Context: an optimization exercise on an open-source flow, tuned for small area, a short achievable clock period and few clock cycles per item. The choices shown serve that exercise and are no tape-out recipe. The RTL of this run was laid out without a check of its function. No activity file was given, so power comes from the tool's default toggle rates.

===== flow/standard.sh =====
#!/bin/bash
# synth_recipe.tcl (not shown) runs the flow's synth.tcl, then flattens the netlist and writes it again
# the make line also repeats each setting of config.mk as NAME=value (left out here)
make -C /OpenROAD-flow-scripts/flow DESIGN_CONFIG=/design/flow/config.mk WORK_HOME=/design/flow/orfs CLKGATE_MAP_FILE= SYNTH_SCRIPT=/design/flow/synth_recipe.tcl "${@:-finish}"

===== flow/config.mk =====
export PLATFORM = sky130hd
export DESIGN_NAME = ethernet_ipv4_header_classifier
export DESIGN_NICKNAME = ethernet_ipv4_header_classifier
export VERILOG_FILES = /design/flow/design.v
export SDC_FILE = /design/flow/constraint.sdc
export NUM_CORES = 4
export LEC_CHECK = 0
export ABC_AREA = 1
export CAP_MARGIN = 20
export CORE_MARGIN = 2
export CORE_UTILIZATION = 55
export SETUP_SLACK_MARGIN = 3.4
export SLEW_MARGIN = 20

===== flow/constraint.sdc =====
create_clock -name core_clock -period 5.5 [get_ports {clk}]
set_input_delay 1.1000 -clock core_clock [delete_from_list [all_inputs] [get_ports {clk}]]
set_output_delay 1.1000 -clock core_clock [all_outputs]
set_load 0.01 [all_outputs]

===== flow/design.v =====
module ethernet_ipv4_header_classifier (
  input  logic         clk,
  input  logic         rst_n,
  input  logic         in_tvalid,
  output logic         in_tready,
  input  logic [7:0]   in_tdata,
  input  logic         in_tlast,
  output logic         out_tvalid,
  input  logic         out_tready,
  output logic [127:0] out_tdata
);
  logic        iv_r, il_r;
  logic [7:0]  id_r;
  logic [16:0] lc_r;         
  logic [5:0]  sp_r;         
  logic [1:0]  et_r;         
  logic        a4_r;         
  logic [1:0]  pr_r;         
  logic [3:0]  thm_r;        
  logic        tok_r;        
  logic [6:0]  q_r;          
  logic        ak_r;         
  logic        pk_r;         
  logic [31:0] src_r, dst_r;
  logic [7:0]  ttl_r;
  logic [15:0] sport_r, dport_r;
  logic        acc_o, dec_o, aok_o, pok_o;
  logic [2:0]  cls_o;
  logic        ov_r, itr_r;
  logic [1:0]  skc_r;        
  logic [1:0]  sk0_c, sk1_c;   
  logic [4:0]  sk0_l, sk1_l;   
  logic [7:0] d;
  logic fire, mid, res, ofree, direct, pop, push;
  assign d      = id_r;
  assign fire   = iv_r;
  assign mid    = iv_r && !il_r;
  assign res    = iv_r && il_r;
  assign ofree  = !ov_r || out_tready;
  assign direct = res && ofree && skc_r == 2'd0;
  assign pop    = ofree && skc_r != 2'd0;
  assign push   = res && !direct;
  logic p12, p13, p14, p22, p23, pge13;
  logic [3:0] psrc, pdst;
  assign p12   = sp_r == 6'd12;
  assign p13   = sp_r == 6'd13;
  assign p14   = sp_r == 6'd14;
  assign p22   = sp_r == 6'd22;
  assign p23   = sp_r == 6'd23;
  assign psrc  = {sp_r == 6'd26, sp_r == 6'd27, sp_r == 6'd28, sp_r == 6'd29};
  assign pdst  = {sp_r == 6'd30, sp_r == 6'd31, sp_r == 6'd32, sp_r == 6'd33};
  assign pge13 = sp_r >= 6'd13;
  logic t1, t2, t3, t4, t13;
  assign t1  = q_r == 7'h7e;
  assign t2  = q_r == 7'h7f;
  assign t3  = q_r == 7'd0;
  assign t4  = q_r == 7'd1;
  assign t13 = q_r == 7'd10;
  logic e4_13, ea_13, e6_13, e4, ea, e6;
  assign e4_13 = et_r == 2'b01 && d == 8'h00;
  assign ea_13 = et_r == 2'b01 && d == 8'h06;
  assign e6_13 = et_r == 2'b10 && d == 8'hDD;
  assign e4 = p13 ? e4_13 : et_r == 2'b01;
  assign ea = p13 ? ea_13 : et_r == 2'b10;
  assign e6 = p13 ? e6_13 : et_r == 2'b11;
  logic r_aok, r_acc, r_dec;
  logic [2:0] r_cls;
  assign r_aok = ak_r;
  assign r_cls[2] = pge13 && !e4 || r_aok && pr_r == 2'b00;
  assign r_cls[1] = pge13 && !e4 && !ea || r_aok && pr_r[1];
  assign r_cls[0] = pge13 && !e4 && !e6 || r_aok && pr_r[0];
  assign r_acc = pge13 && !e4 || r_aok;
  assign r_dec = pge13 && ea || r_aok;
  logic ak_nxt, pk_nxt;
  assign ak_nxt = ak_r || a4_r && q_r == 7'h7c;
  assign pk_nxt = pk_r || a4_r && !q_r[6] &&
                  (pr_r == 2'b01 && tok_r && q_r[5:2] == thm_r && q_r[1:0] == 2'b00 ||
                   pr_r == 2'b10 && q_r[5:0] == 6'd4);
  always_ff @(posedge clk) begin
    if (!rst_n) iv_r <= 1'b0;
    else        iv_r <= in_tvalid && itr_r;
    il_r <= in_tlast;
    id_r <= in_tdata;
  end
  always_ff @(posedge clk) begin
    if (!rst_n) begin
      a4_r <= 1'b0;
      q_r  <= 7'h40;
      ak_r <= 1'b0;
      pk_r <= 1'b0;
    end else if (fire) begin
      ak_r <= mid && ak_nxt;
      pk_r <= mid && pk_nxt;
      if (il_r) begin
        a4_r <= 1'b0;
        q_r  <= 7'h40;
      end else if (p14 && d[3:0] >= 4'd5) begin
        a4_r <= e4 && d[7:4] == 4'd4;
        q_r  <= {1'b1, ~d[3:0], 2'b11};
      end else if (q_r != 7'd63) begin
        q_r <= q_r + 7'd1;
      end
    end
  end
  logic [5:0] sp1;
  assign sp1 = sp_r + {5'd0, mid} + 6'd1;
  always_ff @(posedge clk) begin
    if (!rst_n) begin
      lc_r <= 17'd1;
      sp_r <= 6'd0;
    end else begin
      if (!ov_r) begin
        if (mid && !lc_r[16]) lc_r <= lc_r + 17'd1;
      end else if (out_tready) begin
        lc_r <= pop ? {12'd0, sk0_l} : {11'd0, sp1};
      end
      if (res)                     sp_r <= 6'd0;
      else if (mid && sp_r != 6'd63) sp_r <= sp_r + 6'd1;
    end
  end
  always_ff @(posedge clk) begin
    if (fire) begin
      if (p12) et_r <= {d == 8'h86, d == 8'h08};
      if (p13) et_r <= e4_13 ? 2'b01 : ea_13 ? 2'b10 : e6_13 ? 2'b11 : 2'b00;
      if (p23) pr_r <= (d == 8'd6)  ? 2'b01 :
                       (d == 8'd17) ? 2'b10 :
                       (d == 8'd1)  ? 2'b11 : 2'b00;
      if (t13) begin
        thm_r <= d[7:4] - 4'd1;
        tok_r <= d[7:4] >= 4'd5;
      end
    end
  end
  logic       clr_a, clr_p;
  logic [7:0] da, dp;
  assign clr_a = pop || (direct && !r_aok);
  assign clr_p = pop || (direct && !pk_r);
  assign da    = clr_a ? 8'd0 : d;
  assign dp    = clr_p ? 8'd0 : d;
  always_ff @(posedge clk) begin
    if (clr_a || fire && p22) ttl_r <= da;
    for (int i = 0; i < 4; i++) begin
      if (clr_a || fire && psrc[i]) src_r[8*i +: 8] <= da;
      if (clr_a || fire && pdst[i]) dst_r[8*i +: 8] <= da;
    end
    if (clr_p || fire && t1) sport_r[15:8] <= dp;
    if (clr_p || fire && t2) sport_r[7:0]  <= dp;
    if (clr_p || fire && t3) dport_r[15:8] <= dp;
    if (clr_p || fire && t4) dport_r[7:0]  <= dp;
  end
  always_ff @(posedge clk) begin
    if (pop) begin
      cls_o <= {sk0_c != 2'b00, sk0_c};
      acc_o <= sk0_c != 2'b00;
      dec_o <= sk0_c == 2'b01;
      aok_o <= 1'b0;
      pok_o <= 1'b0;
    end else if (direct) begin
      cls_o <= r_cls;
      acc_o <= r_acc;
      dec_o <= r_dec;
      aok_o <= r_aok;
      pok_o <= pk_r;
    end
  end
  always_ff @(posedge clk) begin
    if (pop) begin
      sk0_c <= sk1_c;
      sk0_l <= sk1_l;
    end
    if (push) begin
      if (skc_r == 2'd0 || skc_r == 2'd1 && pop) begin
        sk0_c <= r_cls[1:0];
        sk0_l <= sp1[4:0];
      end else begin
        sk1_c <= r_cls[1:0];
        sk1_l <= sp1[4:0];
      end
    end
  end
  logic       ov_nxt;
  logic [1:0] skc_nxt;
  logic [5:0] sp_nxt;
  logic       iv_nxt, stage_last;
  logic [6:0] posy;
  assign ov_nxt  = ov_r && !out_tready || skc_r != 2'd0 || res;
  assign skc_nxt = skc_r + {1'b0, push} - {1'b0, pop};
  assign sp_nxt  = res ? 6'd0 : (mid && sp_r != 6'd63) ? sp_r + 6'd1 : sp_r;
  assign iv_nxt  = in_tvalid && itr_r;
  assign stage_last = iv_nxt && in_tlast;
  assign posy = stage_last ? 7'd0 : {1'b0, sp_nxt} + {6'd0, iv_nxt};
  always_ff @(posedge clk) begin
    if (!rst_n) begin
      ov_r  <= 1'b0;
      skc_r <= 2'd0;
      itr_r <= 1'b1;
    end else begin
      ov_r  <= ov_nxt;
      skc_r <= skc_nxt;
      itr_r <= {1'b0, ov_nxt} + {1'b0, skc_nxt} + {2'b0, stage_last} <= 3'd2 &&
               !(ov_nxt && posy >= 7'd22);
    end
  end
  assign in_tready  = itr_r;
  assign out_tvalid = ov_r;
  assign out_tdata  = {lc_r, dport_r, sport_r, pok_o, ttl_r, dst_r, src_r,
                       aok_o, dec_o, cls_o, acc_o};
endmodule

===== flow/flow/run.sh =====
#!/bin/bash
# Standard synthesis, then the standard layout with plain buffers on the ports and
# without the delay cells as buffers.
set -uo pipefail
bash standard.sh synth > synth.log 2>&1 || exit 1
export BUFFER_PORTS_ARGS="-buffer_cell sky130_fd_sc_hd__buf_1"
export DONT_USE_CELLS="sky130_fd_sc_hd__clkdlybuf4s15_1 sky130_fd_sc_hd__clkdlybuf4s15_2 sky130_fd_sc_hd__clkdlybuf4s18_1 sky130_fd_sc_hd__clkdlybuf4s18_2 sky130_fd_sc_hd__clkdlybuf4s25_1 sky130_fd_sc_hd__clkdlybuf4s25_2 sky130_fd_sc_hd__clkdlybuf4s50_1 sky130_fd_sc_hd__clkdlybuf4s50_2 sky130_fd_sc_hd__dlygate4sd1_1 sky130_fd_sc_hd__dlygate4sd2_1 sky130_fd_sc_hd__dlygate4sd3_1 sky130_fd_sc_hd__dlymetal6s2s_1 sky130_fd_sc_hd__dlymetal6s4s_1 sky130_fd_sc_hd__dlymetal6s6s_1"
bash standard.sh > layout.log 2>&1

==> flow_summary.ini <==
[cts]
cts-buffers-inserted = 17
htree_levels = 4
tritoncts = done
cts_buffer_depth = 2
cts-root-buf = clkbuf_16
clk_latency_ns = 0.43
clkSinkCount = 181
clkSlewWorstSetupHoldPaths_ns = 0.06

[routing]
routed_wl_um = 17820
via_count = 5651
firstDrtPassIters = 5
initialDrtViolationCount = 492
via_per_inst = 5.336
route.detailed.drc = 0
wl_per_cell_um = 16.83
antenna_left = 0

[timing]
fmax_ghz = 0.3569
relSlewSlack_pct = 28.93
clock_skew_ns = 0.007626
fin_crit_ns = 2.802
rsz0062_at_grt = true
setup_violations = 0
post-route-period-util_pct = 50.94
setup_tns_ns = 0
max_slew.worst_pin.slew_ns = 1.056
finalMaxSlewViolations = 0
hold_viol_final = 0

[global_route]
grt_pass1_wl_um = 26630
grt-ovfl-total = 0
busiest_layer = met2
use_met1_pct = 32.54
grt_pass1_vias = 5093
use_met2_pct = 39.12
grt_max_degree = 18
antenna_found_initial = 0
grt_usage_pct = 24.14
grt_use_met3_pct = 4.746

[logic_synthesis]
synthAdderAreaFrac_pct = 3.745
synth.distinct_cells = 52
synth_edf_count = 125
synth-compound-area-share_pct = 9.329
syn_nets = 720
synthTopCellsByArea = edfxtp_1, dfxtp_1, nand2_1, inv_1, nor2_1
synth-simple-area-share_pct = 14.78
yosysSeqAreaShare_pct = 64.56
yosys_warnings = 1
synth_top_family_by_area = simple AND/OR/NAND/NOR gates
synth_top_area_cell = edfxtp_1
yosysMostFrequentCell = edfxtp_1
yosys-top-cells-count = edfxtp_1, nand2_1, inv_1, nor2_1, dfxtp_1
ys.flop_type = edfxtp_1
netlist_instances = 685
synthXorXnorAreaFrac_pct = 1.508
synth_top_area_share_pct = 49.71
synth.area.mux_share_pct = 0.1326
synth-seq-cells = 181
synth_area_per_cell_um2 = 11.02
ys_async_sr_fraction_pct = 0
netlist_area_mm2 = 0.007551

[setup_path]
r2r_slack_ns = 2.91
crit_fanout = 3
critPathBufInv = 4
worst-setup-path-type = in -> reg
cp-end-kind = register
r2r_start = iv_r
startpoint_type = input port
arrival_ns = 3.17
critPathLaunch = out_tready
cp_cell_sequence = buf_8 > nor2_4 > nor3_4 > nor2_2 > inv_2 > ha_4 > inv_2 > ha_4 > inv_2 > fa_2 > ha_4 > nand2_2 > o21ai_2 > nor2_1 > a21oi_1
worstRegToRegCells = 13
slowest_delay_ns = 0.41
r2r-end = itr_r
critical-path-slowest-cell = fa_2
critPathRequiredTime_ns = 5.86
cp_top_family = adder cells

[min_path]
hold_end = lc_r[7]
hold_path.class = reg -> reg
hold_depth = 1
worstHoldStart = lc_r[7]

[pwr]
p_sw_share_pct = 35.49
ir_worst_vdd_mv = 0.2888
power-per-cell-area_mw_per_mm2 = 538.0
total_power_mw = 5.201
switchingPower_mw = 1.846
internal-power_mw = 3.355
power_leakage_nw = 3.754
combPwrFrac_pct = 33.0
seqPwrFrac_pct = 45.1
clock_power_share_pct = 21.9

[outcome]
status = timing/DRC/antenna clean

[final_layout]
num_antenna_cells = 0
syn2layout_area_growth_pct = 28.02
drive_gt1_share_pct = 22.99
nNetsFinal = 905
fillers = 974

[die]
die_width_um = 121.2
fp.dieH_um = 121.2
coreArea_mm2 = 0.01335
io_pins = 143
start_util_pct = 56.57
dieArea_mm2 = 0.01468
core.rowCount = 42

[place]
place_hpwl_um = 12270
portBuffers = 142
gp_congestion = 0.8923

[job]
maxCapViolCount = 0
[metal layers]
layer	up-vias	wire length (um)
met4	0	369
met3	23	1021
li1	2732	-
met5	-	0
met2	194	8584
met1	2702	7844
[per-stage QoR]
stage | instance area (um^2) | std cells | setup WS [ns] | hold slack [ns] | utilization [%]
after CTS | 9318 | 1039 | 2.734 | 0.4748 | 69.81
after global placement | 8433 | 987 | 1.833 | 0.4696 | 63.18
final | 9667 | 1059 | 2.698 | 0.4791 | 72.42
after detailed placement | 8433 | 987 | 1.696 | 0.4746 | 63.18
after floorplan | 7789 | 685 | 2.440 | 0.4463 | -
after global routing | 9667 | 1059 | 2.593 | 0.4956 | 72.42
[timing repair]
item / 4_1_cts / 5_1_grt
pin swaps: 4 / 16
gates resized for setup: 55 / 72
buffers inserted: 16 / 15
hold buffers: 0 / 0
setup endpoints to repair: 241 / 255
cloned: 4 / 5
[kinds of logic (layout without fill, tap and decap cells)]
logic type,Yosys count,count (layout)
XOR/XNOR,13,13
buffers and inverters,111,302
AND/OR/NAND/NOR,247,254
flip-flops,181,181
multiplexers,1,1
AO/OA/AOI/OAI,110,110
adder cells (fa/ha/maj),22,22
[power groups by stage]
stage          clock network, mW  registers [mW]  logic (mW)
2_1_floorplan                  0            2.53       0.712
3_3_place_gp                   0            2.36        1.37
3_5_place_dp                   0            2.38        1.39
4_1_cts                     1.16            2.34        1.58
5_1_grt                     1.21            2.38        1.88
6_report                    1.14            2.34        1.72
[layout by cell type, fill, tap and decap left out, drive strengths merged, types with 7 or more instances in the layout]
master  count
ha         21
nor3       15
nand3      34
o21ai      49
xor2       10
a31oi       7
edfxtp    125
buf       152
dfxtp      56
inv        92
nor2       88
o211ai      8
clkinv     10
nand2     100
clkbuf     42
a21oi      26
nand4       8
[flip-flops by register name, summed over array words and instances (netlist names), 2 cells and up]
name     flops
cls_o        3
dport_r     16
dst_r       32
et_r         2
id_r         8
lc_r        17
pr_r         2
q_r          7
sk0_c        2
sk0_l        5
sk1_c        2
sk1_l        5
skc_r        2
sp_r         6
sport_r     16
src_r       32
thm_r        4
ttl_r        8
[worst max-delay path by stage]
stage | end | cells past startpoint
after floorplan | itr_r | 14
after global placement | dst_r[6] | 10
after detailed placement | dst_r[6] | 10
after CTS | itr_r | 15
after global routing | itr_r | 15
final | itr_r | 15
[area by class of cell]
class	instances	area, um^2	share of cell area [%]
flip-flops and latches	181	4896	50.65
clock buffers	18	429.2	4.440
clock inverters	14	126.4	1.307
well taps	176	220.2	2.278
inverters	93	385.4	3.987
multi-input cells	400	2683	27.75
repair inverters	1	16.27	0.1683
repair buffers	176	910.9	9.423

## separate check: timing with driven ports
No port has a modelled driver above. Below, the same layout with a new extraction and two added sets of constraints. Step 1 (the two cells are an assumption about what drives the block):
set clk [get_ports {clk}]
set_driving_cell -lib_cell sky130_fd_sc_hd__clkbuf_16 $clk
set_driving_cell -lib_cell sky130_fd_sc_hd__buf_2 [delete_from_list [all_inputs] $clk]
Step 2 times the ports against the registers' clock, not the clock port: input delays grow and output delays shrink by t, the midpoint of the rising clock arrivals with the driver on. a / b / c = no drivers / after step 1 / after step 2; a / b = the first two.
t (ns): 0.472
slack for setup (ns): 2.698 / 2.701 / 2.230
clock arrival spread, ns: 0.008 / 0.007
After both steps setup and hold are still met in this run. For this run, drivers alone change the setup slack by +0.003 ns; drivers and shift together by -0.468 ns.
